From an optimization exercise on the open Yosys and OpenROAD flow, aimed at small area and a short achievable clock period; shortcuts taken in it are not production practice.
RTL that was checked went through simulation tests only; none was proved equivalent to the original.
Function not checked in run 2: the RTL went through the layout flow alone.
Power and IR drop assume default switching activity.

--- design/flow/run.sh ---
#!/bin/bash
# synth_recipe.tcl (not shown) runs the flow's synth.tcl, then flattens the netlist and writes it again
# the make line also repeats each setting of config.mk as NAME=value (left out here)
make -C /OpenROAD-flow-scripts/flow DESIGN_CONFIG=/design/flow/config.mk WORK_HOME=/design/flow/orfs CLKGATE_MAP_FILE= SYNTH_SCRIPT=/design/flow/synth_recipe.tcl finish
--- design/flow/config.mk ---
export PLATFORM = sky130hd
export DESIGN_NAME = sd_dma_sink
export DESIGN_NICKNAME = sd_dma_sink
export VERILOG_FILES = /design/flow/design.v
export SDC_FILE = /design/flow/constraint.sdc
export NUM_CORES = 4
export LEC_CHECK = 0
export CAP_MARGIN = 20
export CORE_MARGIN = 2
export CORE_UTILIZATION = 40
export SLEW_MARGIN = 20
--- design/flow/constraint.sdc ---
create_clock -name core_clock -period 5.0 [get_ports {clk}]
set_input_delay 1.0000 -clock core_clock [delete_from_list [all_inputs] [get_ports {clk}]]
set_output_delay 1.0000 -clock core_clock [all_outputs]
set_load 0.01 [all_outputs]
--- design/flow/design.v ---
module sd_dma_sink #(
   parameter int FIFO_DEPTH_LOG2  = 6,
   parameter int BLOCK_BYTES_LOG2 = 9
) (
   input  logic                     clk,
   input  logic                     reset_n,
   input  logic [31:0]              wb_adr_i,
   input  logic [31:0]              wb_dat_i,
   input  logic [3:0]               wb_sel_i,
   input  logic                     wb_we_i,
   input  logic                     wb_cyc_i,
   input  logic                     wb_stb_i,
   input  logic [2:0]               wb_cti_i,
   input  logic [1:0]               wb_bte_i,
   output logic                     wb_ack_o,
   output logic [31:0]              wb_dat_o,
   input  logic                     flush,
   output logic [7:0]               out_data,
   output logic                     out_valid,
   input  logic                     out_ready,
   output logic                     block_done,
   output logic [FIFO_DEPTH_LOG2:0] fifo_level,
   output logic                     overflow_err
);
   localparam int unsigned DEPTH = 1 << FIFO_DEPTH_LOG2;
   localparam int          LW    = FIFO_DEPTH_LOG2 + 1;
   typedef enum logic {
      S_IDLE = 1'b0,
      S_ACK  = 1'b1
   } bus_state_t;
   bus_state_t                  state;
   logic                        ack_q;
   logic                        ovf_q;
   logic [31:0]                 mem [DEPTH];
   logic [FIFO_DEPTH_LOG2-1:0]  wr_ptr;
   logic [FIFO_DEPTH_LOG2-1:0]  rd_ptr;
   logic [LW-1:0]               level;
   logic [31:0]                 word_q;
   logic [1:0]                  idx_q;
   logic                        valid_q;
   logic [BLOCK_BYTES_LOG2-1:0] byte_cnt;
   logic                        done_q;
   logic req;
   logic has_space;
   logic take_req;
   logic push;
   logic pop;
   logic accept;
   logic last_byte;
   assign req       = wb_cyc_i & wb_stb_i;
   assign has_space = (level < LW'(DEPTH));
   assign take_req  = (state == S_IDLE) & req & has_space & ~flush;
   assign push      = take_req & wb_we_i & (wb_sel_i == 4'hF);
   assign accept    = valid_q & out_ready;
   assign last_byte = accept & (idx_q == 2'd3);
   assign pop       = ~flush & (level != '0) & (~valid_q | last_byte);
   logic unused_bus;
   assign unused_bus = ^{wb_adr_i, wb_cti_i, wb_bte_i};
   always_ff @(posedge clk or negedge reset_n) begin
      if (!reset_n) begin
         state <= S_IDLE;
         ack_q <= 1'b0;
         ovf_q <= 1'b0;
      end else if (flush) begin
         state <= S_IDLE;
         ack_q <= 1'b0;
      end else begin
         case (state)
            S_IDLE: begin
               if (take_req) begin
                  state <= S_ACK;
                  ack_q <= 1'b1;
                  if (wb_we_i && (wb_sel_i != 4'hF)) begin
                     ovf_q <= 1'b1;
                  end
               end
            end
            S_ACK: begin
               state <= S_IDLE;
               ack_q <= 1'b0;
            end
            default: begin
               state <= S_IDLE;
               ack_q <= 1'b0;
            end
         endcase
      end
   end
   assign wb_ack_o = ack_q;
   assign wb_dat_o = '0;
   assign overflow_err = ovf_q;
   always_ff @(posedge clk or negedge reset_n) begin
      if (!reset_n) begin
         wr_ptr <= '0;
         rd_ptr <= '0;
         level  <= '0;
      end else if (flush) begin
         wr_ptr <= '0;
         rd_ptr <= '0;
         level  <= '0;
      end else begin
         if (push) wr_ptr <= wr_ptr + 1'b1;
         if (pop)  rd_ptr <= rd_ptr + 1'b1;
         case ({push, pop})
            2'b10:   level <= level + 1'b1;
            2'b01:   level <= level - 1'b1;
            default: level <= level;
         endcase
      end
   end
   always_ff @(posedge clk) begin
      if (push) begin
         mem[wr_ptr] <= wb_dat_i;
      end
   end
   assign fifo_level = level;
   always_ff @(posedge clk or negedge reset_n) begin
      if (!reset_n) begin
         word_q  <= '0;
         idx_q   <= '0;
         valid_q <= 1'b0;
      end else if (flush) begin
         idx_q   <= '0;
         valid_q <= 1'b0;
      end else if (pop) begin
         word_q  <= mem[rd_ptr];
         idx_q   <= '0;
         valid_q <= 1'b1;
      end else if (accept) begin
         idx_q <= idx_q + 1'b1;
         if (idx_q == 2'd3) begin
            valid_q <= 1'b0;
         end
      end
   end
   always_comb begin
      out_data = 8'h00;
      case (idx_q)
         2'd0:    out_data = word_q[7:0];
         2'd1:    out_data = word_q[15:8];
         2'd2:    out_data = word_q[23:16];
         default: out_data = word_q[31:24];
      endcase
   end
   assign out_valid = valid_q;
   always_ff @(posedge clk or negedge reset_n) begin
      if (!reset_n) begin
         byte_cnt <= '0;
         done_q   <= 1'b0;
      end else if (flush) begin
         byte_cnt <= '0;
         done_q   <= 1'b0;
      end else begin
         done_q <= accept & (byte_cnt == '1);
         if (accept) begin
            byte_cnt <= byte_cnt + 1'b1;
         end
      end
   end
   assign block_done = done_q;
endmodule
==> run summary, run 1 <==
GP Congestion=around 0.8; post-synthesis cell count=between 4,000 and 5,000; Unique masters post-synth=60; layout cells sized above 1=0.226; CTS tree=done; Internal Power=roughly 31 mW; drc violations=0; CP Class=reg2out; Routed WL per cell=~28 µm; port bufs=61; die area=around 210,000 µm²; Initial Utilization=0.402; setup tns final=0 ns; Synth warnings=1; Post-DP HPWL=approximately 110 mm; total number of vias=around 40,000; mapped cell area=82,300 µm²; Worst Path Required=4.00 ns; post-layout min period=4.47 ns; unrepaired setup endpoints after global routing=no; Post-synth EDFFs=between 2,000 and 2,500; cell taking the most area after synthesis=edfxtp_1; f_max=roughly 220 MHz; status=complete, no violations; Die Ht=around 460 µm; sw power=between 10 and 15 mW; register area share after synthesis=0.768; Ports=around 130; Clock Sinks=2,115; #FFs+latches synth=2,115; Routed WL=201 mm; post-CTS setup buffer count=0; Die X=between 400 and 500 µm; ys flop type=edfxtp_1; Sw Share=0.261; Leak=~29 nW; largest net degree at the start of global routing=68; syn avg cell area=approximately 20 µm²; worst min path class=in2async; commonest cells in the netlist=edfxtp_1, mux2i_1, mux4_2; Post-synth ARST share=0.0317; CP endpoint kind=output pin; Slew HR=0.232; Hold Vio Cnt, Final=0; startpoint types=flop; Tot GR Track Use=0.190; Crit path arrival time=roughly 3.5 ns; Final Non-Filler Cells=about 7,000; Core Region=205,000 µm²; clk_skew=between 0.02 and 0.03 ns; Final Util=0.460; P per Cell Area=roughly 450 nW/µm²; vias in the first global route=40,700; Seq pwr share=0.471; Comb pwr share=0.171; Longest Clk Path Bufs=3; first-iteration detailed-routing DRC count=4,277; hold_buf cts=0; Clk pwr share=0.358; Pre-Repair DR Iteration Count=6; final setup margin=around 0.53 ns; Slew Viols, Final=0; Critical Path Fanout Max=8; max cap viols=0; Site Rows=166; H-tree levels=4; synth top area cells=edfxtp_1, mux4_2, mux2i_1; Least-Margin Pin Slew=roughly 1.1 ns; Layout area overhead=14.4%; clock latency on the worst-skew pair=0.84 ns; Final Setup Violations=0; Synth top area share=0.747; cts bufs inserted=205; post-route antenna net violation count=0; setup slack at placement=~0.83 ns; post-DR vias/cell=5.68; post-layout net count=4,346; worst IR drop on VDD=0.363 mV; clock input transition at the sequential cells of the worst setup and hold paths=roughly 0.070 ns; Resize count post-CTS=0; CTS root buffer=clkbuf_16; initial antenna violation count=7; most common cell in the synthesized netlist=edfxtp_1; Final period util=0.894; first-pass GRT wire length=about 290 mm; Remaining Overflow, GRT=0; dpl cells=slightly below 7,000
[layer usage]
layer,global-route usage,routed length [µm],up-vias
met4,0.0462,4090,4
met1,0.267,86500,21700
met2,0.302,96000,1316
met3,0.0453,14800,263
li1,-,-,17200
met5,0,20,-
[critical path, cell delays in order, from the launching register on]
cell and delay, ns:
dfrtp_1 0.47, inv_1 0.12, ha_1 0.62, a222oi_1 0.23, mux2i_1 0.52, clkdlybuf4s50_1 0.65
[worst paths after layout]
path | start | to | slack (ns) | cells past startpoint
setup reg to reg | rd_ptr[0]$_DFFE_PN0P_ | word_q[31]$_DFFE_PN0P_ | 1.38 | 8
setup / recovery | idx_q[1]$_DFFE_PN0P_ | out_data[6] | 0.53 | 5
hold / removal | reset_n | word_q[1]$_DFFE_PN0P_ | 0.23 | 1
max in group asynchronous | reset_n | rd_ptr[1]$_DFFE_PN0P_ | 3.83 | 2
hold reg to reg | ack_q$_DFFE_PN0P_ | ack_q$_DFFE_PN0P_ | 0.49 | 1
min in group core_clock | ack_q$_DFFE_PN0P_ | ack_q$_DFFE_PN0P_ | 0.49 | 1
[state kept, by name, summed over array words and instances, names as in the netlist]
register and flops:
wr_ptr 6, idx_q 2, state 1, done_q 1
byte_cnt 9, word_q 32, level 7, valid_q 1
ovf_q 1, mem 2048, ack_q 1, rd_ptr 6
[area by class of cell]
class,instances,area [µm²]
clock inverters,117,1020
inverters,16,60.1
well taps,2688,3360
flip-flops and latches,2115,63200
diodes,4,10.0
repair buffers,269,2530
multi-input cells,1648,18400
clock buffers,265,5540
fillers,17000,110000
[metrics by stage]
stage | hold slack (ns) | power [mW] | instance area [µm²]
floorplan | 0.495 | 24.8 | 82400
global placement | 0.466 | 27.6 | 87400
detailed placement | 0.476 | 27.6 | 87400
CTS | 0.193 | 42.7 | 94000
global route | 0.215 | 43.9 | 94100
finish | 0.233 | 42.4 | 94100
[power groups by stage]
| stage | clock, mW | sequential [mW] | combinational [mW] |
|---|---|---|---|
| floorplan | 0 | 20.1 | 4.76 |
| global placement | 0 | 20.3 | 7.21 |
| detailed placement | 0 | 20.3 | 7.26 |
| CTS | 15.5 | 20.0 | 7.28 |
| global route | 16.2 | 20.0 | 7.74 |
| finish | 15.2 | 20.0 | 7.25 |
[layout by cell type, fill, tap and decap left out, types with 11 or more instances in the layout]
cell             synthesis  final
a211o_1                 31     30
edfxtp_1              2048   2048
buf_2                  107     18
nor2_1                 103     37
buf_4                   53    184
conb_1                   1     32
a22oi_1                123    123
a31o_2                  28     28
o21ai_0                 12     12
a21oi_1                 53     53
mux4_2                 332    332
clkinv_2                 0     47
o22ai_1                 33     33
a221oi_1                58     58
clkinv_1                 0     37
o21bai_1                29     29
buf_12                   0     39
bufinv_16                0     16
nand3_1                 14     13
inv_1                   16     16
nor2_4                   0     65
mux2i_1                462    462
nor3_1                  14     13
clkbuf_1               103     47
clkdlybuf4s50_1          0     28
a31oi_1                 29     29
nor4_1                  28     20
dfrtp_1                 67     63
clkbuf_16                0    210
ha_1                    11     11
nand2_1                 68     67
a22o_1                  84     84
[kinds of logic (layout without fill, tap and decap cells)]
family | after synthesis | in the layout | synth area share
other | 1 | 36 | 0.0000456
buffers and inverters | 289 | 667 | 0.0174
DFF | 2115 | 2115 | 0.768
xor gates and xnor gates | 17 | 17 | 0.00181
muxes | 802 | 802 | 0.148
and+or+nand+nor | 273 | 273 | 0.0156
AOI/OAI and AO/OA | 513 | 513 | 0.0474
adders and majority gates | 11 | 11 | 0.00167
==> run 2: changes to the inputs <==
==> design/flow/design.v (replaced) <==
module sd_dma_sink #(
   parameter int FIFO_DEPTH_LOG2  = 6,
   parameter int BLOCK_BYTES_LOG2 = 9
) (
   input  logic                     clk,
   input  logic                     reset_n,
   input  logic [31:0]              wb_adr_i,
   input  logic [31:0]              wb_dat_i,
   input  logic [3:0]               wb_sel_i,
   input  logic                     wb_we_i,
   input  logic                     wb_cyc_i,
   input  logic                     wb_stb_i,
   input  logic [2:0]               wb_cti_i,
   input  logic [1:0]               wb_bte_i,
   output logic                     wb_ack_o,
   output logic [31:0]              wb_dat_o,
   input  logic                     flush,
   output logic [7:0]               out_data,
   output logic                     out_valid,
   input  logic                     out_ready,
   output logic                     block_done,
   output logic [FIFO_DEPTH_LOG2:0] fifo_level,
   output logic                     overflow_err
);
   localparam int unsigned DEPTH = 1 << FIFO_DEPTH_LOG2;
   localparam int          LW    = FIFO_DEPTH_LOG2 + 1;
   localparam int          AW    = FIFO_DEPTH_LOG2;
   logic                        ack_q;      
   logic                        ovf_q;
   logic [LW-1:0]               level;
   logic [31:0]                 st_data;    
   logic                        st_we;      
   logic                        byp_q;      
   logic [AW-1:0]               wp;         
   logic [AW-1:0]               rp;         
   logic [31:0]                 mem [DEPTH];
   logic [7:0]                  out_q;      
   logic [23:0]                 rem_q;      
   logic [1:0]                  idx_q;
   logic                        valid_q;
   logic [BLOCK_BYTES_LOG2-1:0] byte_cnt;
   logic                        done_q;
   logic req, take, push, accept, last_byte, pop, load;
   logic [31:0] head;
   assign req       = wb_cyc_i & wb_stb_i;
   assign take      = ~ack_q & req & ~level[LW-1] & ~flush;
   assign push      = take & wb_we_i & (wb_sel_i == 4'hF);
   assign accept    = valid_q & out_ready;
   assign last_byte = accept & (idx_q == 2'd3);
   assign pop       = ~flush & (level != '0) & (~valid_q | last_byte);
   assign load      = (level != '0) & (~valid_q | (out_ready & (idx_q == 2'd3)));
   logic unused_bus;
   assign unused_bus = ^{wb_adr_i, wb_cti_i, wb_bte_i};
   always_ff @(posedge clk or negedge reset_n) begin
      if (!reset_n) begin
         ack_q <= 1'b0;
         ovf_q <= 1'b0;
      end else begin
         ack_q <= take;
         if (take & wb_we_i & (wb_sel_i != 4'hF)) ovf_q <= 1'b1;
      end
   end
   assign wb_ack_o     = ack_q;
   assign wb_dat_o     = '0;
   assign overflow_err = ovf_q;
   always_ff @(posedge clk or negedge reset_n) begin
      if (!reset_n) begin
         level <= '0;
         wp    <= '0;
         rp    <= '0;
         st_we <= 1'b0;
         byp_q <= 1'b0;
      end else begin
         st_we <= push;
         byp_q <= push & ((level == '0) | ((level == LW'(1)) & pop));
         if (flush) begin
            level <= '0;
            wp    <= '0;
            rp    <= '0;
         end else begin
            if (st_we) wp <= wp + 1'b1;
            if (pop)   rp <= rp + 1'b1;
            case ({push, pop})
               2'b10:   level <= level + 1'b1;
               2'b01:   level <= level - 1'b1;
               default: level <= level;
            endcase
         end
      end
   end
   always_ff @(posedge clk) begin
      st_data <= wb_dat_i;
   end
   always_ff @(posedge clk) begin
      if (st_we) mem[wp] <= st_data;
   end
   assign head = byp_q ? st_data : mem[rp];
   assign fifo_level = level;
   always_ff @(posedge clk or negedge reset_n) begin
      if (!reset_n) begin
         idx_q   <= '0;
         valid_q <= 1'b0;
      end else if (flush) begin
         idx_q   <= '0;
         valid_q <= 1'b0;
      end else if (pop) begin
         idx_q   <= '0;
         valid_q <= 1'b1;
      end else if (accept) begin
         idx_q <= idx_q + 1'b1;
         if (idx_q == 2'd3) valid_q <= 1'b0;
      end
   end
   always_ff @(posedge clk) begin
      if (load) begin
         out_q <= head[7:0];
         rem_q <= head[31:8];
      end else if (out_ready) begin
         out_q        <= rem_q[7:0];
         rem_q[15:0]  <= rem_q[23:8];
      end
   end
   assign out_data  = out_q;
   assign out_valid = valid_q;
   always_ff @(posedge clk or negedge reset_n) begin
      if (!reset_n) begin
         byte_cnt <= '0;
         done_q   <= 1'b0;
      end else if (flush) begin
         byte_cnt <= '0;
         done_q   <= 1'b0;
      end else begin
         done_q <= accept & (byte_cnt == '1);
         if (accept) byte_cnt <= byte_cnt + 1'b1;
      end
   end
   assign block_done = done_q;
endmodule
==> run 2 against run 1 <==
The layout now fails its checks (antenna violations). Critical path depth up 1. First-iteration DRC count up 14%. Global-route usage up 0.92 points. Final cell count down 4.8%. Synthesized cell count down 9.1%. Synthesized area down 0.37%. Cell area down 0.49%. Via count down 3.7%. Core utilization down 0.13 points. Sequential share of layout area up 1.3 points. Sequential cell count up 33. Combinational power about the same.
==> run summary, run 2 <==
status=complete, but fails checks; SO Faults=antenna violations; post-synthesis compound-gate area fraction=0.0300 (-0.0174); CTS tree=done; drc violations=0 (unchanged); post-CTS setup buffer count=0 (unchanged); Slew HR=0.164 (-0.0681); die area=209,000 µm² (-0.37%); post-layout net count=4,006 (-7.8%); Synth top area share=0.762 (+0.0145); met1 usage=0.273 (+0.00624); Layout fillers=16,900 (-0.63%); Final Non-Filler Cells=6,783 (-4.8%); Hold WS=0.291 ns (+0.0578 ns); CP endpoint kind=flop; Tot GR Track Use=0.200 (+0.00921); post-route antenna net violation count=1 (+1); post-layout min period=3.85 ns (-0.614 ns); Resize count post-CTS=0 (unchanged); largest net degree at the start of global routing=66 (-2.9%); hold_buf cts=0 (unchanged); Post-Synth XOR/XNOR Area=0.00256 (+0.000755); placed inst area=87,100 µm² (-0.39%); Crit path arrival time=4.44 ns (+0.97 ns); Final Setup Violations=0 (unchanged); dpl cells=6,394 (-5.1%); Critical Path Fanout Max=31 (+23); setup tns final=0 ns (unchanged); first-iteration detailed-routing DRC count=4,872 (+14%); synth top area cells=edfxtp_1, mux4_2, a22oi_1; Longest Clk Path Bufs=3 (unchanged); post-synthesis cell count=3,654 (-9.1%); startpoint types=flop; ys flop type=edfxtp_1; Site Rows=166 (unchanged); GRT Max-Usage Layer=met2; Ports=131 (unchanged); layout cells sized above 1=0.278 (+0.0523); max reg flops=2,048 (unchanged); met2 Usage GRT=0.323 (+0.0213); f_max=259 MHz (+16%); post-DR vias/cell=5.75 (+1.1%); unrepaired setup endpoints after global routing=no; CP Class=reg2reg; Least-Margin Pin Slew=1.22 ns (+0.0811 ns); first-pass GRT wire length=296 mm (+2.2%); Routed WL per cell=30.7 µm (+8.7%); Post-synth EDFFs=2,080 (+1.6%); Routed WL=209 mm (+3.5%); most frequent cells in the layout=edfxtp_1, mux4_2, clkbuf_16; Post-Layout Inst Area=93,600 µm² (-0.49%); clock latency on the worst-skew pair=0.86 ns (+0.02 ns); Die X=457 µm (-0.18%); commonest cells in the netlist=edfxtp_1, mux4_2, a22oi_1; commonest non-fill, non-tap cell in the layout=edfxtp_1; cts bufs inserted=209 (+2.0%); Synth warnings=1 (unchanged); initial antenna violation count=11 (+4); Clock Sinks=2,148 (+1.6%); Core Region=204,000 µm² (-0.20%); Post-DP HPWL=119 mm (+3.9%); largest family of logic cells by synthesized area=multiplexers; Pre-Repair DR Iteration Count=6 (unchanged); max cap viols=0 (unchanged); Synth Area in Adders=0.00137 (-0.000299); Slew Viols, Final=0 (unchanged); H-tree levels=4 (unchanged); worst min path class=in2async; Unique masters post-synth=57 (-5.0%); syn avg cell area=22.4 µm² (+9.6%); worst IR drop on VDD=0.369 mV (+1.7%); P per Cell Area=455 nW/µm² (+1.0%); register area share after synthesis=0.781 (+0.0129); GP Congestion=0.860 (+4.3%); Worst Path Required=5.58 ns (+1.58 ns); total chip power=42.6 mW (+0.53%); proportion of synthesized area in mux cells=0.153 (+0.00522); port bufs=61 (unchanged); Final period util=0.771 (-0.123); Die Ht=457 µm (-0.18%); clk_skew=0.0744 ns (+0.0477 ns); Layout area overhead=14.2%; mapped cell area=82,000 µm² (-0.37%); Initial Utilization=0.401 (-0.000677); vias in the first global route=39,700 (-2.4%); met3 usage=0.0438 (-0.00152); Hold Vio Cnt, Final=0 (unchanged); total number of vias=39,000 (-3.7%); Reg with most FFs=mem; most common cell in the synthesized netlist=edfxtp_1; registers with the most flip-flops=mem: 2048 flops, st_data: 32 flops, rem_q: 24 flops; CTS root buffer=clkbuf_16; cell taking the most area after synthesis=edfxtp_1; Leak=28.5 nW (-0.25%); Post-synth ARST share=0.0168 (-0.0149); #FFs+latches synth=2,148 (+1.6%); clock input transition at the sequential cells of the worst setup and hold paths=0.07 ns (about the same); post-synthesis simple-gate area fraction=0.0152 (-0.000415); Remaining Overflow, GRT=0 (unchanged)
[run 2: cell types whose count changed in the layout (fill, tap and decap cells not counted), moves of 27 or more]
cell and change:
a211o_1 -30, a31o_2 -28, dfrtp_1 -31, dfxtp_2 +32, mux2i_1 -423, o21bai_1 -28
a21oi_1 +71, edfxtp_1 +32, a221oi_1 -53, a31oi_1 -27, mux4_2 +206, clkdlybuf4s50_1 +32
nand2_1 -31, a22o_1 -81
[run 2: path summary, 6_finish.rpt]
| kind | start | end | slack, ns | depth (start not counted) |
|---|---|---|---|---|
| setup / recovery | rp[0]$_DFFE_PN0P_ | rem_q[4]$_DFFE_PP_ | 1.15 | 6 |
| hold / removal | reset_n | ovf_q$_DFFE_PN0P_ | 0.29 | 1 |
| setup reg to reg | rp[0]$_DFFE_PN0P_ | rem_q[4]$_DFFE_PP_ | 1.15 | 6 |
| hold reg to reg | ovf_q$_DFFE_PN0P_ | ovf_q$_DFFE_PN0P_ | 0.47 | 1 |
| max in group asynchronous | reset_n | rp[3]$_DFFE_PN0P_ | 4.01 | 1 |
| min in group core_clock | ovf_q$_DFFE_PN0P_ | ovf_q$_DFFE_PN0P_ | 0.47 | 1 |
[run 2: through the flow]
stage          setup slack, ns   util
2_1_floorplan             1.18      -
3_3_place_gp              1.13  0.427
3_5_place_dp              1.12  0.427
4_1_cts                   1.13  0.458
5_1_grt                   1.06  0.458
6_report                  1.15  0.459
[run 2: routing by layer]
metal,vias to the layer above,routed length [µm]
met5,-,12
met4,2,5740
met3,281,16900
li1,16000,-
met2,1579,102000
met1,21100,84000
[run 2: worst max-delay path, stage by stage (launching register included)]
cell,delay [ns]
dfrtp_4,0.97
buf_12,0.29
buf_12,0.29
mux4_2,0.55
mux4_2,0.53
a2111oi_0,0.67
a21oi_1,0.20
[run 2: cells by family (layout without fill, tap and decap cells)]
| family | after synthesis | in the layout |
|---|---|---|
| adder cells (fa/ha/maj) | 9 | 9 |
| flip-flops | 2148 | 2148 |
| AO/OA/AOI/OAI | 368 | 368 |
| other | 1 | 38 |
| buffers and inverters | 255 | 659 |
| multiplexers | 583 | 583 |
| AND/OR/NAND/NOR | 266 | 266 |
| XOR/XNOR | 24 | 24 |
[run 2: power by group]
part           leakage (nW)  internal, mW  switching, mW
clock network          3.16          8.27           6.80
registers              19.5          20.0          0.329
logic                  5.83          3.52           3.70
total                  28.5          31.8           10.8
[run 2: cell type report]
| class | count | area (µm²) | area share |
|---|---|---|---|
| Timing Repair Buffer | 261 | 2380 | 0.0254 |
| Multi-Input combinational cell | 1282 | 17200 | 0.184 |
| Clock buffer | 281 | 5610 | 0.0599 |
| Clock inverter | 102 | 901 | 0.00962 |
| Sequential cell | 2148 | 64100 | 0.684 |
| Tap cell | 2688 | 3360 | 0.0359 |
| Antenna cell | 6 | 15.0 | 0.000160 |
| Inverter | 15 | 56.3 | 0.000601 |
==> run 3: changes to the inputs <==
--- a/design/flow/design.v
+++ b/design/flow/design.v
@@ -31,8 +31,8 @@
    logic [31:0]                 st_data;    
    logic                        st_we;      
    logic                        byp_q;      
+   logic                        byp2_q;     
    logic [AW-1:0]               wp;         
-   logic [AW-1:0]               rp;         
    logic [31:0]                 mem [DEPTH];
    logic [7:0]                  out_q;      
    logic [23:0]                 rem_q;      
@@ -67,19 +67,18 @@
       if (!reset_n) begin
          level <= '0;
          wp    <= '0;
-         rp    <= '0;
          st_we <= 1'b0;
          byp_q <= 1'b0;
+         byp2_q <= 1'b0;
       end else begin
+         byp2_q <= byp_q & ~pop & ~flush;
          st_we <= push;
          byp_q <= push & ((level == '0) | ((level == LW'(1)) & pop));
          if (flush) begin
             level <= '0;
             wp    <= '0;
-            rp    <= '0;
-         end else begin
+            end else begin
             if (st_we) wp <= wp + 1'b1;
-            if (pop)   rp <= rp + 1'b1;
             case ({push, pop})
                2'b10:   level <= level + 1'b1;
                2'b01:   level <= level - 1'b1;
@@ -89,12 +88,41 @@
       end
    end
    always_ff @(posedge clk) begin
-      st_data <= wb_dat_i;
+      if (push) st_data <= wb_dat_i;
+   end
+   logic             ph;
+   logic [DEPTH-1:0] wrow, rsel;
+   logic [31:0]      col;
+   logic [31:0]      rd_or [DEPTH+1];
+   logic [31:0]      hd_q;      
+   logic             hd_ph;     
+   always_ff @(posedge clk or negedge reset_n) begin
+      if (!reset_n) ph <= 1'b0;
+      else          ph <= ~ph;
+   end
+   always_comb begin
+      for (int i = 0; i < DEPTH; i++) begin
+         wrow[i] = (wp == AW'(i)) & (~level[LW-1] | st_we);
+      end
+   end
+   assign col = ~{32{st_we}} | (st_data ^ {32{ph}});
+   always_ff @(posedge clk or negedge reset_n) begin
+      if (!reset_n)   rsel <= DEPTH'(1);
+      else if (flush) rsel <= DEPTH'(1);
+      else if (pop)   rsel <= {rsel[DEPTH-2:0], rsel[DEPTH-1]};
+   end
+   assign rd_or[0] = '0;
+   for (genvar i = 0; i < DEPTH; i++) begin : g_row
+      always_ff @(posedge clk) begin
+         mem[i] <= ~(({32{wrow[i]}} & col) | mem[i]);
+      end
+      assign rd_or[i+1] = rd_or[i] | (mem[i] & {32{rsel[i]}});
    end
    always_ff @(posedge clk) begin
-      if (st_we) mem[wp] <= st_data;
+      hd_q  <= rd_or[DEPTH];
+      hd_ph <= ph;
    end
-   assign head = byp_q ? st_data : mem[rp];
+   assign head = (byp_q | byp2_q) ? st_data : (hd_q ^ {32{hd_ph}});
    assign fifo_level = level;
    always_ff @(posedge clk or negedge reset_n) begin
       if (!reset_n) begin
@@ -113,12 +141,18 @@
    end
    always_ff @(posedge clk) begin
       if (load) begin
-         out_q <= head[7:0];
          rem_q <= head[31:8];
       end else if (out_ready) begin
-         out_q        <= rem_q[7:0];
          rem_q[15:0]  <= rem_q[23:8];
       end
+   end
+   logic sel_ld, sel_sh, sel_hd;
+   assign sel_ld = load;
+   assign sel_sh = ~load & out_ready;
+   assign sel_hd = ~load & ~out_ready;
+   always_ff @(posedge clk) begin
+      out_q <= (head[7:0] & {8{sel_ld}}) | (rem_q[7:0] & {8{sel_sh}}) |
+               (out_q & {8{sel_hd}});
    end
    assign out_data  = out_q;
    assign out_valid = valid_q;
--- a/design/flow/config.mk
+++ b/design/flow/config.mk
@@ -8,4 +8,7 @@
 export CAP_MARGIN = 20
 export CORE_MARGIN = 2
 export CORE_UTILIZATION = 40
+export CTS_CLUSTER_DIAMETER = 80
+export CTS_CLUSTER_SIZE = 20
+export SETUP_SLACK_MARGIN = 2.4
 export SLEW_MARGIN = 20
==> run 3 against run 2 <==
Sequential cell count increased by 93. Via count increased by 62%. The run now finishes clean. Final cell count increased by 34%.
==> run summary, run 3 <==
most common cell in the synthesized netlist=a21oi_1; CTS root buffer=clkbuf_16; Reg with most FFs=mem; Die Ht=430 µm (-5.9%); Layout area overhead=12.4%; Layout fillers=16,500 (-2.0%); Clock Sinks=2,241 (+4.3%); final setup margin=2.24 ns (+1.10 ns); Site Rows=156 (-6.0%); f_max=363 MHz (+40%); Crit path arrival time=3.44 ns (-1.00 ns); initial antenna violation count=22 (+11); post-DR vias/cell=6.94 (+21%); mapped cell area=72,500 µm² (-12%); setup slack at placement=1.40 ns (+0.274 ns); Hold WS=0.276 ns (-0.0143 ns); post-synthesis simple-gate area fraction=0.0362 (+0.0210); clock input transition at the sequential cells of the worst setup and hold paths=0.09 ns (+0.02 ns); Hold Vio Cnt, Final=0 (unchanged); Post-synth EDFFs=56 (-97%); CP endpoint kind=flop; placed inst area=76,100 µm² (-13%); Tot GR Track Use=0.359 (+0.159); Remaining Overflow, GRT=0 (unchanged); vias in the first global route=56,600 (+42%); unrepaired setup endpoints after global routing=yes; Crit. Startpoint=rsel[18]$_DFFE_PN0P_; CTS tree=done; GRT Max-Usage Layer=met2; Post-DP HPWL=194 mm (+64%); Post-Layout Inst Area=81,500 µm² (-13%); registers with the most flip-flops=mem: 2048 flops, rsel: 64 flops; register area share after synthesis=0.633 (-0.148); H-tree levels=4 (unchanged); Die X=430 µm (-5.9%); clk_skew=0.0436 ns (-0.0307 ns); commonest non-fill, non-tap cell in the layout=a21oi_1; first-pass GRT wire length=465 mm (+57%); Final Non-Filler Cells=9,110 (+34%); Final Setup Violations=0 (unchanged); footprint of the multi-input gates=24,400 µm² (+42%); Synth top area share=0.577 (-0.185); Least-Margin Pin Slew=1.22 ns (-0.00615 ns); Worst Path Required=5.69 ns (+0.11 ns); Critical Path Fanout Max=13 (-58%); total chip power=33.8 mW (-21%); Slew HR=0.189 (+0.0252); worst reg-to-reg setup slack=2.24 ns (+1.10 ns); proportion of synthesized area in mux cells=0.00198 (-0.151); Final period util=0.551 (-0.219); port bufs=61 (unchanged); met3 usage=0.141 (+0.0967); worst r2r path cells=5 (-1); max cap viols=0 (unchanged); Final Util=0.452 (-0.00640); post-synthesis cell count=6,828 (+87%); ys flop type=dfxtp_1; worst IR drop on VDD=0.342 mV (-7.2%); largest family of logic cells by synthesized area=compound AO/OA/AOI/OAI gates; commonest cells in the netlist=a21oi_1, dfxtp_1, clkbuf_1; startpoint types=flop; cells along the critical path=buf_4, a22o_1, a221oi_1, nand4_1, or4_1; Post-synth ARST share=0.0428 (+0.0261); slowest stage delay, CP=0.68 ns (-0.29 ns); Post-Synth XOR/XNOR Area=0.00954 (+0.00698); layout cells sized above 1=0.108 (-0.171); Slew Viols, Final=0 (unchanged); Core Region=180,000 µm² (-12%); post-layout net count=6,771 (+69%); synth top area cells=dfxtp_1, a21oi_1, a221oi_1; r2r endpoint=hd_q[3]$_DFF_P_; Reg-to-Reg Start=rsel[18]$_DFFE_PN0P_; worst min path class=in2async; clock latency on the worst-skew pair=0.86 ns (about the same); CP Class=reg2reg; most frequent cells in the layout=a21oi_1, dfxtp_1, a22o_1; dpl cells=8,793 (+38%); Synth warnings=3 (+2); max reg flops=2,048 (unchanged); status=complete, no violations; post-route antenna net violation count=0 (-1); #FFs+latches synth=2,241 (+4.3%); cts bufs inserted=133 (-36%); Leak=33.9 nW (+19%); Initial Utilization=0.402 (+0.000617); die area=185,000 µm² (-11%); Longest Clk Path Bufs=3 (unchanged); register area=46,100 µm² (-28%); largest net degree at the start of global routing=95 (+44%); first-iteration detailed-routing DRC count=10,900 (+120%); GP Congestion=0.911 (+6.0%); setup tns final=0 ns (unchanged); post-synthesis compound-gate area fraction=0.275 (+0.245); Pre-Repair DR Iteration Count=6 (unchanged); P per Cell Area=415 nW/µm² (-8.9%); Routed WL per cell=37.9 µm (+23%); Ports=131 (unchanged); total number of vias=63,200 (+62%); Unique masters post-synth=50 (-12%); met2 Usage GRT=0.497 (+0.175); met1 usage=0.461 (+0.188); crit path max-delay cell type=dfrtp_4; syn avg cell area=10.6 µm² (-53%); Routed WL=345 mm (+65%); post-layout min period=2.76 ns (-1.10 ns); Synth Area in Adders=0.00190 (+0.000524); drc violations=0 (unchanged); cell taking the most area after synthesis=dfxtp_1
-- run 3: cell count changes after synthesis, sizes merged, moves of 53 or more --
cell / change
dfrtp: +59
a22o: +509
edfxtp: -2024
mux4: -538
nand4: +127
xnor2: +53
dfxtp: +2057
nand2: +194
a22oi: -129
a221oi: +507
a21oi: +1999
clkbuf: +456
-- run 3: final cells by class --
type | instances | share of cell area
Clock buffer | 152 | 0.0431
Inverter | 9 | 0.000706
Timing Repair Buffer | 417 | 0.0515
Antenna cell | 23 | 0.000706
Sequential cell | 2241 | 0.565
Clock inverter | 20 | 0.00288
Multi-Input combinational cell | 3878 | 0.300
Tap cell | 2370 | 0.0364
-- run 3: cell families (layout without fill, tap and decap cells) --
group                      count (synthesis)  count (layout)
xor gates and xnor gates                  79              79
other                                      1              55
buffers and inverters                    740             598
muxes                                     14              14
and+or+nand+nor                          536             536
AOI/OAI and AO/OA                       3206            3206
adders and majority gates                 11              11
DFF                                     2241            2241
-- run 3: power breakdown --
group	internal, mW	switching (mW)
Combinational	1.12	2.03
Sequential	18.8	0.581
Clock	5.10	6.22
Total	25.0	8.83
-- run 3: worst max-delay path by stage --
stage                           end  depth (start not counted)
2_1_floorplan  level[4]$_DFFE_PN0P_                          7
3_3_place_gp    rsel[9]$_DFFE_PN0P_                          8
3_5_place_dp   level[4]$_DFFE_PN0P_                          6
6_report            hd_q[3]$_DFF_P_                          5
5_1_grt         mem[30][31]$_DFF_P_                          6
4_1_cts            hd_q[28]$_DFF_P_                          5
-- run 3: critical path, delay by kind of cell, from the launching register on --
family,cells,cell delay (ns)
AO/OA/AOI/OAI,2,0.60
buffers and inverters,1,0.35
flip-flops,1,0.68
AND/OR/NAND/NOR,2,0.95
-- run 3: timing repair --
item	4_1_cts	5_1_grt
setup endpoints to repair	1147	584
gates resized for setup	96	29
hold buffers	0	0
buffers inserted	83	39
pin swaps	27	12
-- run 3: routing by layer --
| metal | up-vias | share of wire |
|---|---|---|
| li1 | 25000 | - |
| met1 | 31100 | 0.36 |
| met2 | 5629 | 0.39 |
| met3 | 1516 | 0.16 |
| met4 | 12 | 0.080 |
| met5 | - | 0.00057 |
==> run 4: changes to the inputs <==
--- a/design/flow/design.v
+++ b/design/flow/design.v
@@ -28,11 +28,12 @@
    logic                        ack_q;      
    logic                        ovf_q;
    logic [LW-1:0]               level;
-   logic [31:0]                 st_data;    
+   logic [31:0]                 st_x;       
    logic                        st_we;      
    logic                        byp_q;      
    logic                        byp2_q;     
-   logic [AW-1:0]               wp;         
+   logic [7:0]                  wlo, whi;   
+   logic [7:0]                  whig;       
    logic [31:0]                 mem [DEPTH];
    logic [7:0]                  out_q;      
    logic [23:0]                 rem_q;      
@@ -63,10 +64,27 @@
    assign wb_ack_o     = ack_q;
    assign wb_dat_o     = '0;
    assign overflow_err = ovf_q;
+   logic [LW-1:0] level_d;
+   logic [7:0]    whi_d;
+   always_comb begin
+      if (flush)                whi_d = 8'd1;
+      else if (st_we & wlo[7])  whi_d = {whi[6:0], whi[7]};
+      else                      whi_d = whi;
+   end
+   always_comb begin
+      if (flush) level_d = '0;
+      else case ({push, pop})
+         2'b10:   level_d = level + 1'b1;
+         2'b01:   level_d = level - 1'b1;
+         default: level_d = level;
+      endcase
+   end
    always_ff @(posedge clk or negedge reset_n) begin
       if (!reset_n) begin
          level <= '0;
-         wp    <= '0;
+         wlo   <= 8'd1;
+         whi   <= 8'd1;
+         whig  <= 8'd1;
          st_we <= 1'b0;
          byp_q <= 1'b0;
          byp2_q <= 1'b0;
@@ -74,38 +92,31 @@
          byp2_q <= byp_q & ~pop & ~flush;
          st_we <= push;
          byp_q <= push & ((level == '0) | ((level == LW'(1)) & pop));
-         if (flush) begin
-            level <= '0;
-            wp    <= '0;
-            end else begin
-            if (st_we) wp <= wp + 1'b1;
-            case ({push, pop})
-               2'b10:   level <= level + 1'b1;
-               2'b01:   level <= level - 1'b1;
-               default: level <= level;
-            endcase
-         end
+         level <= level_d;
+         whig  <= whi_d & {8{~level[LW-1] | flush | pop}};
+         whi   <= whi_d;
+         if (flush)      wlo <= 8'd1;
+         else if (st_we) wlo <= {wlo[6:0], wlo[7]};
       end
    end
    always_ff @(posedge clk) begin
-      if (push) st_data <= wb_dat_i;
+      if (push) st_x <= wb_dat_i ^ {32{~ph}};
    end
    logic             ph;
    logic [DEPTH-1:0] wrow, rsel;
    logic [31:0]      col;
    logic [31:0]      rd_or [DEPTH+1];
    logic [31:0]      hd_q;      
-   logic             hd_ph;     
    always_ff @(posedge clk or negedge reset_n) begin
       if (!reset_n) ph <= 1'b0;
       else          ph <= ~ph;
    end
    always_comb begin
       for (int i = 0; i < DEPTH; i++) begin
-         wrow[i] = (wp == AW'(i)) & (~level[LW-1] | st_we);
+         wrow[i] = wlo[i % 8] & whig[i / 8];
       end
    end
-   assign col = ~{32{st_we}} | (st_data ^ {32{ph}});
+   assign col = ~{32{st_we}} | st_x;
    always_ff @(posedge clk or negedge reset_n) begin
       if (!reset_n)   rsel <= DEPTH'(1);
       else if (flush) rsel <= DEPTH'(1);
@@ -120,9 +131,8 @@
    end
    always_ff @(posedge clk) begin
       hd_q  <= rd_or[DEPTH];
-      hd_ph <= ph;
    end
-   assign head = (byp_q | byp2_q) ? st_data : (hd_q ^ {32{hd_ph}});
+   assign head = ((byp_q | byp2_q) ? st_x : hd_q) ^ {32{~byp_q ^ ph}};
    assign fifo_level = level;
    always_ff @(posedge clk or negedge reset_n) begin
       if (!reset_n) begin
==> design/flow/flow/run.sh (new file) <==
#!/bin/bash
set -e
cp standard.sh standard_sh_copy.log
export BUFFER_PORTS_ARGS="-buffer_cell sky130_fd_sc_hd__buf_4"
bash standard.sh > standard_flow.log 2>&1
==> design/flow/standard.sh (new file) <==
#!/bin/bash
# synth_recipe.tcl (not shown) runs the flow's synth.tcl, then flattens the netlist and writes it again
# the make line also repeats each setting of config.mk as NAME=value (left out here)
make -C /OpenROAD-flow-scripts/flow DESIGN_CONFIG=/design/flow/config.mk WORK_HOME=/design/flow/orfs CLKGATE_MAP_FILE= SYNTH_SCRIPT=/design/flow/synth_recipe.tcl "${@:-finish}"
--- a/design/flow/config.mk
+++ b/design/flow/config.mk
@@ -10,5 +10,5 @@
 export CORE_UTILIZATION = 40
 export CTS_CLUSTER_DIAMETER = 80
 export CTS_CLUSTER_SIZE = 20
-export SETUP_SLACK_MARGIN = 2.4
+export SETUP_SLACK_MARGIN = 2.7
 export SLEW_MARGIN = 20
removed: design/flow/run.sh
==> run 4 against run 3 <==
Still clean on timing, DRC and antenna. First-iteration DRC count grew 6.2%. Clock-buffer cell count grew 6. Global-route usage grew 0.41 points. Power grew 3.8%. Fmax grew 11%. Via count grew 0.37%. Critical endpoint is now mem[60][21]$_DFF_P_. Largest cell class unchanged.
==> run summary, run 4 <==
status=complete, no violations; Unique masters post-synth=48 (-4.0%); Synth top area share=0.568 (-0.00847); synth top area cells=dfxtp_1, a21oi_1, a221oi_1; f_max=403 MHz (+11%); first-iteration detailed-routing DRC count=11,600 (+6.2%); Routed WL=353 mm (+2.4%); commonest cells in the netlist=a21oi_1, dfxtp_1, a221oi_1, a22o_1, clkbuf_1; Remaining Overflow, GRT=0 (unchanged); post-layout min period=2.48 ns (-0.275 ns); Sw Share=0.261 (about the same); met3 usage=0.130 (-0.0103); Clk pwr share=0.321 (-0.014); ys flop type=dfxtp_1; die area=187,000 µm² (+1.4%); CP Class=reg2reg; Seq pwr share=0.591 (+0.019); CTS root buffer=clkbuf_16; largest net degree at the start of global routing=115 (+21%); Site Rows=157 (+0.64%); clock input transition at the sequential cells of the worst setup and hold paths=0.10 ns (about the same); Internal Power=25.9 mW (+3.8%); Routed WL per cell=38.6 µm (+2.0%); Post-synth EDFFs=56 (unchanged); Post-Layout Inst Area=82,000 µm² (+0.59%); Final period util=0.497 (-0.0550); post-DR vias/cell=6.93 (about the same); P per Cell Area=428 nW/µm² (+3.2%); drc violations=0 (unchanged); Post-DP HPWL=184 mm (-5.1%); Final Setup Violations=0 (unchanged); Clock Sinks=2,258 (+0.76%); placed inst area=75,500 µm² (-0.81%); sw power=9.16 mW (+3.7%); Ports=131 (unchanged); max reg flops=2,048 (unchanged); most common cell in the synthesized netlist=a21oi_1; Worst Path Required=5.69 ns (about the same); H-tree levels=4 (unchanged); Layout area overhead=11.5%; post-layout net count=6,717 (-0.80%); mapped cell area=73,600 µm² (+1.4%); setup tns final=0 ns (unchanged); CTS tree=done; total number of vias=63,400 (+0.37%); Die Ht=433 µm (+0.71%); Critical Path Fanout Max=17 (+4); port bufs=61 (unchanged); GP Congestion=0.888 (-2.5%); layout cells sized above 1=0.118 (+0.0102); most frequent cells in the layout=a21oi_1, dfxtp_1, a22o_1; CP endpoint kind=flop; Tot GR Track Use=0.363 (+0.00412); worst min path class=in2async; cell taking the most area after synthesis=dfxtp_1; Reg with most FFs=mem; Crit path arrival time=3.17 ns (-0.27 ns); register area share after synthesis=0.630 (-0.00310); Hold WS=0.175 ns (-0.101 ns); post-route antenna net violation count=0 (unchanged); met1 usage=0.467 (+0.00607); slowest stage delay, CP=0.88 ns (+0.20 ns); Comb pwr share=0.088 (-0.005); hold_buf cts=0 (unchanged); Leak=32.9 nW (-2.9%); Longest Clk Path Bufs=3 (unchanged); Least-Margin Pin Slew=1.19 ns (-0.0264 ns); post-synthesis cell count=6,907 (+1.2%); unrepaired setup endpoints after global routing=yes; cts bufs inserted=132 (-0.75%); registers with the most flip-flops=mem: 2048 flops, rsel: 64 flops; worst IR drop on VDD=0.281 mV (-18%); met2 Usage GRT=0.495 (-0.00259); Initial Utilization=0.402 (about the same); first-pass GRT wire length=471 mm (+1.4%); syn avg cell area=10.7 µm² (+0.28%); Slew Viols, Final=0 (unchanged); cells along the critical path=and2_2, buf_4, a21oi_1; clock latency on the worst-skew pair=0.86 ns (about the same); GRT Max-Usage Layer=met2; commonest non-fill, non-tap cell in the layout=a21oi_1; startpoint types=flop; Post-synth ARST share=0.0505 (+0.00765); Hold Vio Cnt, Final=0 (unchanged); vias in the first global route=56,100 (-0.81%); max cap viols=0 (unchanged); #FFs+latches synth=2,258 (+0.76%); Slew HR=0.207 (+0.0176); Pre-Repair DR Iteration Count=8 (+2); Core Region=183,000 µm² (+1.4%); initial antenna violation count=18 (-18%); Synth warnings=3 (unchanged); clk_skew=0.0509 ns (+0.00726 ns); crit path max-delay cell type=and2_2; Die X=433 µm (+0.71%)
run 4: changes by cell type after synthesis, sizes merged, moves of 32 or more:
cell,change
buf,+158
nor2,-73
clkbuf,-68
and2,+64
nand2,-61
mux2i,+45
nand2b,+32
run 4: through the flow:
stage	cells	setup slack, ns	total power, mW	utilization
after global placement	8809	1.36	23.5	0.412
after CTS	9107	2.58	34.7	0.444
after global routing	9134	2.60	35.9	0.448
after floorplan	6938	2.41	22.4	-
final	9152	2.52	35.1	0.449
after detailed placement	8810	1.31	23.6	0.413
run 4: final timing paths:
check	startpoint	to	slack (ns)	cells past startpoint
worst max-delay path	wlo[4]$_DFFE_PN0P_	mem[60][21]$_DFF_P_	2.52	3
worst min-delay path	reset_n	st_we$_DFF_PN0_	0.18	2
worst max register to register	wlo[4]$_DFFE_PN0P_	mem[60][21]$_DFF_P_	2.52	3
worst min register to register	mem[13][25]$_DFF_P_	mem[13][25]$_DFF_P_	0.41	1
max in group asynchronous	reset_n	rsel[31]$_DFFE_PN0P_	4.16	2
min in group core_clock	mem[13][25]$_DFF_P_	mem[13][25]$_DFF_P_	0.41	1
run 4: critical path: cells and delay by family (launching register included):
kind	cells	cell delay (ns)
buf+inv	1	0.62
compound gates	1	0.15
flops	1	0.62
simple gates	1	0.88
run 4: repair_timing:
action	4_1_cts	5_1_grt
endpoints found under the setup margin	1207	187
pin swaps	8	14
cloned	2	2
gates resized for setup	226	87
buffers inserted	123	23
run 4: kinds of logic (layout without fill, tap and decap cells):
| group | after synthesis | count (layout) | share of synthesized area |
|---|---|---|---|
| AO/OA/AOI/OAI | 3181 | 3183 | 0.269 |
| XOR/XNOR | 73 | 73 | 0.00869 |
| adder cells (fa/ha/maj) | 7 | 7 | 0.00119 |
| buffers and inverters | 827 | 555 | 0.0467 |
| flip-flops | 2258 | 2258 | 0.630 |
| multiplexers | 58 | 58 | 0.00793 |
| other | 1 | 52 | 0.0000510 |
| AND/OR/NAND/NOR | 502 | 502 | 0.0364 |
run 4: final cells by class:
type,instances,area (µm²)
Antenna cell,20,50.0
Clock buffer,158,3520
Clock inverter,14,168
Fill cell,16700,101000
Inverter,6,65.1
Multi-Input combinational cell,3855,24700
Sequential cell,2258,46600
Tap cell,2464,3080
Timing Repair Buffer,376,3890
Timing Repair inverter,1,11.3
run 4: power by group through the flow:
stage	combinational (mW)	sequential [mW]	clock (mW)
3_5_place_dp	2.55	21.1	0
5_1_grt	3.24	20.8	11.8
6_report	3.08	20.7	11.3
3_3_place_gp	2.46	21.1	0
2_1_floorplan	1.68	20.7	0
4_1_cts	2.83	20.7	11.2
run 4: routing by layer:
metal | vias up | routed length, µm
li1 | 24900 | -
met1 | 30900 | 125000
met2 | 5920 | 138000
met3 | 1734 | 57300
met4 | 20 | 32600
met5 | - | 343
==> run 5: changes to the inputs <==
==> design/flow/run.sh (new file) <==
#!/bin/bash
# synth_recipe.tcl (not shown) runs the flow's synth.tcl, then flattens the netlist and writes it again
# the make line also repeats each setting of config.mk as NAME=value (left out here)
make -C /OpenROAD-flow-scripts/flow DESIGN_CONFIG=/design/flow/config.mk WORK_HOME=/design/flow/orfs CLKGATE_MAP_FILE= SYNTH_SCRIPT=/design/flow/synth_recipe.tcl finish
removed: design/flow/flow/run.sh
removed: design/flow/standard.sh
==> run 5 against run 4 <==
Core utilization shrank 0.15 points. Die area is the same. Still clean. Critical path depth is the same. Sequential share of layout area grew 0.22 points. Power shrank 0.37%.
==> run summary, run 5 <==
status=complete, no violations; f_max=406 MHz (+0.77%); CP Class=reg2reg; crit path max-delay cell type=and2_2; largest family of logic cells by synthesized area=compound AO/OA/AOI/OAI gates; Post-Layout Inst Area=81,700 µm² (-0.34%); worst min path class=in2async; Slew Viols, Final=0 (unchanged); post-DR vias/cell=6.96 (+0.37%); cell taking the most area after synthesis=dfxtp_1; Final period util=0.493 (-0.00380); met2 Usage GRT=0.502 (+0.00687); Crit path arrival time=3.12 ns (-0.05 ns); Routed WL=357 mm (+0.95%); post-synthesis cell count=6,907 (unchanged); Pre-Repair DR Iteration Count=8 (unchanged); layout cells sized above 1=0.107 (-0.0109); clock latency on the worst-skew pair=0.83 ns (-0.03 ns); met1 usage=0.463 (-0.00361); crit-path leading delay family=simple AND/OR/NAND/NOR gates; startpoint types=flop; Reg with most FFs=mem; cts bufs inserted=131 (-0.76%); total chip power=35.0 mW (-0.37%); worst IR drop on VDD=0.316 mV (+12%); commonest non-fill, non-tap cell in the layout=a21oi_1; Core Region=183,000 µm² (unchanged); #FFs+latches synth=2,258 (unchanged); post-route antenna net violation count=0 (unchanged); vias in the first global route=56,400 (+0.45%); GRT Max-Usage Layer=met2; clk_skew=0.0349 ns (-0.0160 ns); commonest cells in the netlist=a21oi_1, dfxtp_1, a221oi_1, a22o_1, clkbuf_1; Leak=32.7 nW (-0.49%); Longest Clk Path Bufs=3 (unchanged); post-synthesis compound-gate area fraction=0.269 (unchanged); GP Congestion=0.912 (+2.7%); Synth top area share=0.568 (unchanged); syn avg cell area=10.7 µm² (unchanged); worst path bufs/invs=1 (unchanged); Tot GR Track Use=0.368 (+0.00501); post-layout net count=6,720 (+0.045%); max reg flops=2,048 (unchanged); port bufs=61 (unchanged); Die X=433 µm (unchanged); most common cell in the synthesized netlist=a21oi_1; initial antenna violation count=27 (+9); CTS root buffer=clkbuf_16; Unique masters post-synth=48 (unchanged); setup tns final=0 ns (unchanged); register area share after synthesis=0.630 (unchanged); Post-synth EDFFs=56 (unchanged); mapped cell area=73,600 µm² (unchanged); largest net degree at the start of global routing=115 (unchanged); CP endpoint kind=flop; total number of vias=63,700 (+0.44%); Worst Path Required=5.66 ns (-0.03 ns); Post-synth ARST share=0.0505 (unchanged); Remaining Overflow, GRT=0 (unchanged); post-layout min period=2.46 ns (-0.0190 ns); post-synthesis simple-gate area fraction=0.0364 (unchanged); clock input transition at the sequential cells of the worst setup and hold paths=0.09 ns (about the same); Critical Path Fanout Max=18 (+1); Synth warnings=3 (unchanged); Initial Utilization=0.402 (unchanged); Final Non-Filler Cells=9,159 (+0.076%); first-iteration detailed-routing DRC count=11,800 (+1.9%); proportion of synthesized area in mux cells=0.00793 (unchanged); most frequent cells in the layout=a21oi_1, dfxtp_1, a22o_1; Slew HR=0.166 (-0.0412); placed inst area=75,600 µm² (+0.17%); max cap viols=0 (unchanged); drc violations=0 (unchanged); H-tree levels=4 (unchanged); synth top area cells=dfxtp_1, a21oi_1, a221oi_1; ys flop type=dfxtp_1; Routed WL per cell=38.9 µm (+0.87%); dpl cells=8,805 (-0.057%); Synth Area in Adders=0.00119 (unchanged); CTS tree=done; Die Ht=433 µm (unchanged); slowest stage delay, CP=0.90 ns (+0.02 ns); unrepaired setup endpoints after global routing=yes; final setup margin=2.54 ns (+0.0190 ns); Hold Vio Cnt, Final=0 (unchanged); die area=187,000 µm² (unchanged); Least-Margin Pin Slew=1.25 ns (+0.0618 ns); met3 usage=0.143 (+0.0123); Site Rows=157 (unchanged); first-pass GRT wire length=477 mm (+1.1%); cells along the critical path=and2_2, buf_4, a21oi_1; registers with the most flip-flops=mem: 2048 flops, rsel: 64 flops; Post-Synth XOR/XNOR Area=0.00869 (unchanged); setup slack at placement=1.40 ns (+0.0832 ns); Final Setup Violations=0 (unchanged); P per Cell Area=428 nW/µm² (about the same); Clock Sinks=2,258 (unchanged); Layout area overhead=11.1%; Post-DP HPWL=184 mm (about the same); Ports=131 (unchanged)
-- run 5: cell count changes in the layout (fill, tap and decap cells not counted), moves of 5 or more --
| cell | change |
|---|---|
| a221oi_2 | -22 |
| buf_2 | +9 |
| or4_1 | +5 |
| dfrtp_4 | +8 |
| dfrtp_2 | -7 |
| clkdlybuf4s50_1 | +40 |
| buf_6 | -16 |
| a221oi_1 | +24 |
| or4_4 | -5 |
| buf_4 | -25 |
| inv_6 | -5 |
| diode_2 | +11 |
-- run 5: power breakdown --
group	total [mW]	switching, mW	internal, mW
combinational	3.08	1.93	1.15
clock	11.2	6.16	5.01
sequential	20.7	0.979	19.7
total	35.0	9.07	25.9
-- run 5: path summary, 6_finish.rpt --
kind,startpoint,endpoint,slack [ns],depth (start not counted)
min in group core_clock,mem[61][25]$_DFF_P_,mem[61][25]$_DFF_P_,0.41,1
setup / recovery,wlo[4]$_DFFE_PN0P_,mem[52][21]$_DFF_P_,2.54,3
setup reg to reg,wlo[4]$_DFFE_PN0P_,mem[52][21]$_DFF_P_,2.54,3
max in group asynchronous,reset_n,rsel[22]$_DFFE_PN0P_,4.10,2
hold / removal,reset_n,st_we$_DFF_PN0_,0.21,2
hold reg to reg,mem[61][25]$_DFF_P_,mem[61][25]$_DFF_P_,0.41,1
-- run 5: cells by family (layout without fill, tap and decap cells) --
group	count (synthesis)	after routing
xor gates and xnor gates	73	73
DFF	2258	2258
other	1	63
muxes	58	58
AOI/OAI and AO/OA	3181	3183
and+or+nand+nor	502	502
buffers and inverters	827	551
adders and majority gates	7	7
-- run 5: cell type report --
| cell class | instances | area [µm²] |
|---|---|---|
| Antenna cell | 31 | 77.6 |
| Clock buffer | 159 | 3540 |
| Clock inverter | 5 | 58.8 |
| Fill cell | 16800 | 101000 |
| Inverter | 6 | 50.0 |
| Multi-Input combinational cell | 3855 | 24500 |
| Sequential cell | 2258 | 46600 |
| Tap cell | 2464 | 3080 |
| Timing Repair Buffer | 380 | 3860 |
| Timing Repair inverter | 1 | 11.3 |
-- run 5: layer usage --
metal	up-vias	routed length, µm
met2	5935	139000
met4	26	34200
met1	31100	126000
met3	1739	57700
li1	24900	-
met5	-	310
-- run 5: metrics by stage --
stage	hold WS (ns)	utilization
finish	0.215	0.447
global route	0.280	0.447
floorplan	0.389	-
detailed placement	0.399	0.413
global placement	0.397	0.413
CTS	0.261	0.444
-- run 5: timing repair --
action                                 4_1_cts  5_1_grt
resized for setup                          270       55
gates cloned                                 3        1
hold buffers                                 0        0
endpoints found under the hold margin        0        0
setup endpoints to repair                  883     1094
pin swaps                                    6       12
setup buffers                              136       19
==> run 6: changes to the inputs <==
--- a/design/flow/design.v
+++ b/design/flow/design.v
@@ -24,17 +24,18 @@
 );
    localparam int unsigned DEPTH = 1 << FIFO_DEPTH_LOG2;
    localparam int          LW    = FIFO_DEPTH_LOG2 + 1;
-   localparam int          AW    = FIFO_DEPTH_LOG2;
    logic                        ack_q;      
    logic                        ovf_q;
-   logic [LW-1:0]               level;
+   logic [LW-1:0]               level;      
    logic [31:0]                 st_x;       
    logic                        st_we;      
    logic                        byp_q;      
    logic                        byp2_q;     
-   logic [7:0]                  wlo, whi;   
-   logic [7:0]                  whig;       
+   logic                        ph;         
+   logic [DEPTH-1:0]            wslot;      
+   logic [DEPTH-1:0]            rsel;       
    logic [31:0]                 mem [DEPTH];
+   logic [31:0]                 hd_q;       
    logic [7:0]                  out_q;      
    logic [23:0]                 rem_q;      
    logic [1:0]                  idx_q;
@@ -64,59 +65,40 @@
    assign wb_ack_o     = ack_q;
    assign wb_dat_o     = '0;
    assign overflow_err = ovf_q;
-   logic [LW-1:0] level_d;
-   logic [7:0]    whi_d;
-   always_comb begin
-      if (flush)                whi_d = 8'd1;
-      else if (st_we & wlo[7])  whi_d = {whi[6:0], whi[7]};
-      else                      whi_d = whi;
-   end
-   always_comb begin
-      if (flush) level_d = '0;
-      else case ({push, pop})
-         2'b10:   level_d = level + 1'b1;
-         2'b01:   level_d = level - 1'b1;
-         default: level_d = level;
-      endcase
-   end
    always_ff @(posedge clk or negedge reset_n) begin
       if (!reset_n) begin
-         level <= '0;
-         wlo   <= 8'd1;
-         whi   <= 8'd1;
-         whig  <= 8'd1;
-         st_we <= 1'b0;
-         byp_q <= 1'b0;
+         level  <= '0;
+         st_we  <= 1'b0;
+         byp_q  <= 1'b0;
          byp2_q <= 1'b0;
       end else begin
+         st_we  <= push;
+         byp_q  <= push & ((level == '0) | ((level == LW'(1)) & pop));
          byp2_q <= byp_q & ~pop & ~flush;
-         st_we <= push;
-         byp_q <= push & ((level == '0) | ((level == LW'(1)) & pop));
-         level <= level_d;
-         whig  <= whi_d & {8{~level[LW-1] | flush | pop}};
-         whi   <= whi_d;
-         if (flush)      wlo <= 8'd1;
-         else if (st_we) wlo <= {wlo[6:0], wlo[7]};
+         if (flush) level <= '0;
+         else case ({push, pop})
+            2'b10:   level <= level + 1'b1;
+            2'b01:   level <= level - 1'b1;
+            default: level <= level;
+         endcase
       end
    end
    always_ff @(posedge clk) begin
       if (push) st_x <= wb_dat_i ^ {32{~ph}};
    end
-   logic             ph;
-   logic [DEPTH-1:0] wrow, rsel;
-   logic [31:0]      col;
-   logic [31:0]      rd_or [DEPTH+1];
-   logic [31:0]      hd_q;      
+   assign fifo_level = level;
+   logic [31:0] col;
+   logic [31:0] rd_or [DEPTH+1];
    always_ff @(posedge clk or negedge reset_n) begin
       if (!reset_n) ph <= 1'b0;
       else          ph <= ~ph;
    end
-   always_comb begin
-      for (int i = 0; i < DEPTH; i++) begin
-         wrow[i] = wlo[i % 8] & whig[i / 8];
-      end
+   assign col = st_we ? st_x : {32{~level[LW-1]}};
+   always_ff @(posedge clk or negedge reset_n) begin
+      if (!reset_n)   wslot <= DEPTH'(1);
+      else if (flush) wslot <= DEPTH'(1);
+      else if (st_we) wslot <= {wslot[DEPTH-2:0], wslot[DEPTH-1]};
    end
-   assign col = ~{32{st_we}} | st_x;
    always_ff @(posedge clk or negedge reset_n) begin
       if (!reset_n)   rsel <= DEPTH'(1);
       else if (flush) rsel <= DEPTH'(1);
@@ -125,15 +107,14 @@
    assign rd_or[0] = '0;
    for (genvar i = 0; i < DEPTH; i++) begin : g_row
       always_ff @(posedge clk) begin
-         mem[i] <= ~(({32{wrow[i]}} & col) | mem[i]);
+         mem[i] <= ~(({32{wslot[i]}} & col) | mem[i]);
       end
       assign rd_or[i+1] = rd_or[i] | (mem[i] & {32{rsel[i]}});
    end
    always_ff @(posedge clk) begin
-      hd_q  <= rd_or[DEPTH];
+      hd_q <= rd_or[DEPTH];
    end
    assign head = ((byp_q | byp2_q) ? st_x : hd_q) ^ {32{~byp_q ^ ph}};
-   assign fifo_level = level;
    always_ff @(posedge clk or negedge reset_n) begin
       if (!reset_n) begin
          idx_q   <= '0;
@@ -153,7 +134,7 @@
       if (load) begin
          rem_q <= head[31:8];
       end else if (out_ready) begin
-         rem_q[15:0]  <= rem_q[23:8];
+         rem_q[15:0] <= rem_q[23:8];
       end
    end
    logic sel_ld, sel_sh, sel_hd;
==> design/flow/flow/run.sh (new file) <==
#!/bin/bash
# The standard layout (standard.sh) with two changes:
#  - the port buffers inserted during placement are sky130_fd_sc_hd__buf_4
#    (buffer_ports otherwise picks a delay cell on this platform);
#  - clock tree synthesis without dummy loads, sink clusters of at most 20
#    flip-flops within 80 um.
set -e
export BUFFER_PORTS_ARGS="-buffer_cell sky130_fd_sc_hd__buf_4"
export CTS_ARGS="-sink_clustering_enable -repair_clock_nets -sink_clustering_size 20 -sink_clustering_max_diameter 80 -dont_use_dummy_load"
bash standard.sh > standard_flow.log 2>&1
==> design/flow/standard.sh (new file) <==
#!/bin/bash
# synth_recipe.tcl (not shown) runs the flow's synth.tcl, then flattens the netlist and writes it again
# the make line also repeats each setting of config.mk as NAME=value (left out here)
make -C /OpenROAD-flow-scripts/flow DESIGN_CONFIG=/design/flow/config.mk WORK_HOME=/design/flow/orfs CLKGATE_MAP_FILE= SYNTH_SCRIPT=/design/flow/synth_recipe.tcl "${@:-finish}"
removed: design/flow/run.sh
==> run 6 against run 5 <==
Cell area is 2.7% higher. Worst hold slack better by 0.11 ns. Setup slack improved by 0.054 ns. Power is 10% higher. Clock power hardly changed. Critical path type is now reg2out. Highest routed layer unchanged. Critical endpoint is now fifo_level[6]. Via count grew 2.4%. Largest power group unchanged. Global-route usage is 0.63 points lower. Register-to-register slack improved by 0.06 ns. Sequential cell count rose by 40. First-iteration DRC count up 1.8%.
==> run summary, run 6 <==
status=complete, no violations; Post-synth ARST share=0.0670 (+0.0165); Pre-Repair DR Iteration Count=6 (-2); synth top area cells=dfxtp_1, a21oi_1, a22o_1; first-iteration detailed-routing DRC count=12,000 (+1.8%); syn avg cell area=10.9 µm² (+2.2%); setup tns final=0 ns (unchanged); Final Non-Filler Cells=9,265 (+1.2%); total number of vias=65,200 (+2.4%); post-layout min period=2.41 ns (-0.0539 ns); Layout area overhead=10.6%; Crit path arrival time=1.41 ns (-1.71 ns); CP endpoint kind=output pin; drc violations=0 (unchanged); commonest cells in the netlist=a21oi_1, dfxtp_1, a22o_1; Leak=32.9 nW (+0.49%); crit-path leading delay family=flip-flops; most frequent cells in the layout=a21oi_1, dfxtp_1, a22o_1; registers with the most flip-flops=mem: 2048 flops, rsel: 64 flops, wslot: 64 flops; Slew Viols, Final=0 (unchanged); initial antenna violation count=27 (unchanged); worst path bufs/invs=1 (unchanged); die area=193,000 µm² (+3.2%); worst IR drop on VDD=0.417 mV (+32%); cell taking the most area after synthesis=dfxtp_1; Routed WL per cell=39.5 µm (+1.4%); Worst Path Required=4.00 ns (-1.66 ns); post-layout net count=6,842 (+1.8%); Least-Margin Pin Slew=1.33 ns (+0.0794 ns); Post-Layout Inst Area=84,000 µm² (+2.7%); Routed WL=366 mm (+2.5%); f_max=415 MHz (+2.2%); Post-DP HPWL=190 mm (+3.2%); cts bufs inserted=135 (+3.1%); Clock Sinks=2,298 (+1.8%); Final period util=0.482 (-0.0108); slowest stage delay, CP=0.48 ns (-0.42 ns); worst min path class=in2async; first-pass GRT wire length=486 mm (+2.0%); mapped cell area=75,900 µm² (+3.2%); clk_skew=0.0915 ns (+0.0567 ns); unrepaired setup endpoints after global routing=yes; port bufs=61 (unchanged); Initial Utilization=0.403 (+0.00118); Reg with most FFs=mem; Ports=131 (unchanged); #FFs+latches synth=2,298 (+1.8%); Synth warnings=3 (unchanged); Post-synth EDFFs=56 (unchanged); max cap viols=0 (unchanged); register area share after synthesis=0.623 (-0.00643); CP Class=reg2out; largest net degree at the start of global routing=95 (-17%); Slew HR=0.113 (-0.0529); ys flop type=dfxtp_1; post-synthesis cell count=6,975 (+0.98%); post-DR vias/cell=7.04 (+1.2%); max reg flops=2,048 (unchanged); Site Rows=159 (+1.3%); cells along the critical path=buf_6; Synth top area share=0.551 (-0.0177); Die Ht=440 µm (+1.6%); Unique masters post-synth=52 (+8.3%); most common cell in the synthesized netlist=a21oi_1; H-tree levels=4 (unchanged); placed inst area=76,800 µm² (+1.6%); startpoint types=flop; Remaining Overflow, GRT=0 (unchanged); Hold WS=0.327 ns (+0.113 ns); Core Region=188,000 µm² (+2.9%); CTS tree=done; commonest non-fill, non-tap cell in the layout=a21oi_1; layout cells sized above 1=0.129 (+0.0223); GP Congestion=0.902 (-1.1%); P per Cell Area=458 nW/µm² (+7.2%); Final Util=0.446 (-0.000854); dpl cells=8,909 (+1.2%); Hold Vio Cnt, Final=0 (unchanged); clock latency on the worst-skew pair=0.85 ns (+0.02 ns); Tot GR Track Use=0.361 (-0.00629); Final Setup Violations=0 (unchanged); Longest Clk Path Bufs=3 (unchanged); Die X=440 µm (+1.6%); Critical Path Fanout Max=2 (-16); post-route antenna net violation count=0 (unchanged); vias in the first global route=58,000 (+2.9%); CTS root buffer=clkbuf_16; clock input transition at the sequential cells of the worst setup and hold paths=0.08 ns (about the same); crit path max-delay cell type=dfrtp_4; hold_buf cts=0 (unchanged)
[run 6: cell types whose count changed in the layout (fill, tap and decap cells not counted), moves of 25 or more]
cell             previous run  this run
a221oi_1                  485       425
a21o_4                      0        33
and2_4                     25         0
mux2i_1                    56       108
nor2_1                     25        77
a221oi_2                   27        85
buf_4                     221       288
dfrtp_2                    17        81
clkdlybuf4s50_1            40         0
and2_2                     39         0
[run 6: logic make-up after synthesis]
family / after synthesis / share of synthesized area
compound gates: 3211 / 0.264
flops: 2298 / 0.623
buf+inv: 836 / 0.0591
simple gates: 438 / 0.0290
mux: 110 / 0.0145
xor+xnor: 74 / 0.00854
fa+ha+maj: 7 / 0.00115
other cells: 1 / 0.0000494
[run 6: layer usage]
| layer | track usage | share of wire | up-vias |
|---|---|---|---|
| met1 | 0.454 | 0.35 | 32000 |
| li1 | - | - | 25200 |
| met3 | 0.143 | 0.17 | 1735 |
| met2 | 0.502 | 0.39 | 6255 |
| met4 | 0.257 | 0.089 | 28 |
| met5 | 0 | 0.00065 | - |
[run 6: path summary, 6_finish.rpt]
kind	to	slack (ns)	from	cells past startpoint
setup / recovery	fifo_level[6]	2.59	level[6]$_DFFE_PN0P_	1
hold / removal	byte_cnt[7]$_DFFE_PN0P_	0.33	reset_n	1
setup reg to reg	hd_q[10]$_DFF_P_	2.60	rsel[15]$_DFFE_PN0P_	5
hold reg to reg	mem[35][31]$_DFF_P_	0.41	mem[35][31]$_DFF_P_	1
max in group asynchronous	rsel[19]$_DFFE_PN0P_	3.64	reset_n	2
min in group core_clock	mem[35][31]$_DFF_P_	0.41	mem[35][31]$_DFF_P_	1
[run 6: timing repair]
action / 4_1_cts / 5_1_grt
resized for setup: 267 / 109
buffers inserted: 172 / 16
pin swaps: 25 / 27
hold endpoints to repair: 0 / 0
cloned: 6 / 10
endpoints found under the setup margin: 2216 / 356
[run 6: area by class of cell]
cell class,count,area [µm²]
fillers,17300,104000
flip-flops and latches,2298,47700
well taps,2495,3120
inverters,4,27.5
clock buffers,135,3380
repair buffers,434,4470
multi-input cells,3882,25300
diodes,17,42.5
[run 6: worst reg2reg max path, stage by stage (launching register included)]
cell      delay, ns
dfrtp_4        0.54
buf_4          0.30
a22o_1         0.30
a221oi_2       0.25
nand4_1        0.30
or4_4          0.52
[run 6: power by group]
part / internal, mW / switching, mW / total, mW / leakage (nW)
Sequential: 20.9 / 1.40 / 22.3 / 19.9
Combinational: 1.73 / 3.51 / 5.23 / 11.3
Clock: 4.81 / 6.12 / 10.9 / 1.66
Total: 27.5 / 11.0 / 38.5 / 32.9
[run 6: through the flow]
step	total power, mW	worst slack [ns]
floorplan	25.3	2.58
global placement	26.7	1.47
detailed placement	26.9	1.47
CTS	37.8	2.57
global route	39.5	2.57
finish	38.5	2.59

Re-timed with assumed drivers on the ports (clkbuf_16 on the clock, buf_2 on other inputs), run 6 has 2.497 ns of setup slack against 2.590 ns with ideal ports, and 1.952 ns once port delays also move by the mid clock arrival of 0.898 ns.
